Context: an optimization exercise on an open-source flow, tuned for small area, a short achievable clock period and few clock cycles per item. The choices shown serve that exercise and are no tape-out recipe.
Power figures rest on the tool's default switching activity, not on a simulated workload.

== JK ==
## mac_array
module mac_array #(
  parameter int DATA_WIDTH = 8,
  parameter int ACC_WIDTH  = 16,
  parameter int NUM_LANES  = 8,
  parameter int VEC_LEN    = 8,
  parameter int SIGNED     = 1
) (
  input  logic                           clk,
  input  logic                           rst_n,
  input  logic                           clr,
  input  logic                           in_valid,
  output logic                           in_ready,
  input  logic [NUM_LANES*DATA_WIDTH-1:0] a_in,
  input  logic [DATA_WIDTH-1:0]          b_in,
  input  logic                           sat_en,
  output logic                           out_valid,
  input  logic                           out_ready,
  output logic [NUM_LANES*ACC_WIDTH-1:0] acc_out,
  output logic [NUM_LANES-1:0]           overflow,
  output logic                           busy
);
  logic [2:0] cnt;           
  logic v1, v2;              
  logic first1, last1, sat1;
  logic first2, last2, sat2;
  logic first2_n;            
  logic [11:0] benc, benc_n;   
  logic [11:0] benc_d;
  assign benc_d = mac_pkg::booth_enc(b_in);
  logic hold, accept, move, step;
  logic blk;                 
  logic v1_n, v2_n, ov_n;
  assign hold = out_valid && !out_ready;
  assign step = v2 && !hold;                  
  assign move = v1 && !(v2 && hold);          
  assign in_ready = !clr && !(blk && !out_ready);
  assign accept = in_valid && in_ready;
  ...
Size in the first run: ~480 flip-flops, roughly 220 I/O pins, ~0.033 mm2 of cells after synthesis.
export LEC_CHECK = 0
export CAP_MARGIN = 20
export CORE_MARGIN = 2
export CORE_UTILIZATION = 40
export SETUP_SLACK_MARGIN = 3.0
export SLEW_MARGIN = 20
create_clock -name core_clock -period 6.0 [get_ports {clk}]
standard.sh (not shown) runs the stock make flow with config.mk's settings and CLKGATE_MAP_FILE= SYNTH_SCRIPT=/design/flow/synth_recipe.tcl, a recipe that flattens the netlist after the stock synthesis.
==> flow/flow/run.sh <==
#!/bin/bash
# Own layout flow: the standard layout (standard synthesis unchanged), with each port buffered
# by a buf_2 instead of the default delay-buffer cell. The make output goes to flow_make.log here.
set -euo pipefail
cd "$(dirname "$0")/.."
bash standard.sh 'BUFFER_PORTS_ARGS=-buffer_cell sky130_fd_sc_hd__buf_2' finish > flow_make.log 2>&1
The following lists how MS was set up differently from JK:
diff --git a/flow/design.v b/flow/design.v
--- a/flow/design.v
+++ b/flow/design.v
@@ -29,18 +29,19 @@
   logic [11:0] be;
   logic fi;
   logic [8:0] x0, x1, x2, x3;
   logic [28:0] pr, pr_d;
   logic [15:0] acc_in;
   logic [16:0] pp, gg, cy, s, row0, row1;
   logic ov, ov0, ov1, ovs;
   logic [15:0] wacc;        
   logic pend, psgn;         
+  logic sel_w, sel_hi, sel_lo;
   logic [15:0] acc_d;
   logic s1;
   logic c2;
   logic s3;
   logic c4;
   logic s5;
   logic c6;
   logic s7;
   logic c8;
@@ -163,20 +164,23 @@
   logic G125;
   logic G126;
   logic G127;
   assign x0 = (({9{be[0]}} & {a[7], a}) | ({9{be[1]}} & {a, 1'b0})) ^ {9{be[2]}};
   assign x1 = (({9{be[3]}} & {a[7], a}) | ({9{be[4]}} & {a, 1'b0})) ^ {9{be[5]}};
   assign x2 = (({9{be[6]}} & {a[7], a}) | ({9{be[7]}} & {a, 1'b0})) ^ {9{be[8]}};
   assign x3 = (({9{be[9]}} & {a[7], a}) | ({9{be[10]}} & {a, 1'b0})) ^ {9{be[11]}};
   assign be = benc ^ {12{INV}};
   assign fi = first ^ INV;
-  assign acc_in = fi ? 16'd0 : acc;
   assign acc = pend ? {psgn, {15{~psgn}}} : wacc;
+  assign sel_w = !fi && !pend;
+  assign sel_hi = !fi && pend && psgn;
+  assign sel_lo = !fi && pend && !psgn;
+  assign acc_in = ({16{sel_w}} & wacc) | {sel_hi, {15{sel_lo}}};
   assign s1 = be[11] ^ x0[6];
   assign c2 = be[11] & x0[6];
   assign s3 = x0[7] ^ x1[5];
   assign c4 = x0[7] & x1[5];
   assign s5 = 1'b1 ^ ~x0[8] ^ x1[6];
   assign c6 = (1'b1 & ~x0[8]) | (1'b1 & x1[6]) | (~x0[8] & x1[6]);
   assign s7 = 1'b1 ^ x1[7];
   assign c8 = 1'b1 & x1[7];
   assign s9 = be[8] ^ x0[4];
## What came out
- On wire length of the first global-routing pass: MS sits above JK.
- Final cell count essentially unchanged between MS and JK.
- MS reports its worst setup path endpoint as g_lane[5].u_lane.wacc[6] while JK reports g_lane[0].u_lane.wacc[9].
- On clock power share, the lower figure sits with MS, not JK.
- The run with more routed wire is MS, not JK.
- Die area | MS > JK
- On growth of design area from synthesis to finish: between MS and JK, it ends up higher for MS.
Function was not checked in any run of this note: the RTL went through the layout flow alone.

## port drivers added, routing unchanged
Ports are ideal in the flow. The routed layouts listed here were re-timed in OpenROAD. Step 1 assumes that a clkbuf_16 drives the clock port and a buf_2 every other input. Step 2, shift: input delay + t, output delay - t, t = (earliest + latest rising clock arrival at the registers) / 2. This alone moves slack from input paths to output paths. Slacks: ideal ports / drivers / drivers and shift; pairs: ideal ports / drivers.
run	t, ns	slack for setup (ns)	worst setup path after step 2
JK	0.700	2.570 / 2.570 / 2.554	input to register
MS	0.698	2.600 / 2.558 / 2.588	input to register
After both steps setup and hold are still met in every run listed. The setup slack of JK, which loses most, moves by 0.000 ns with the drivers and by -0.016 ns with both steps.
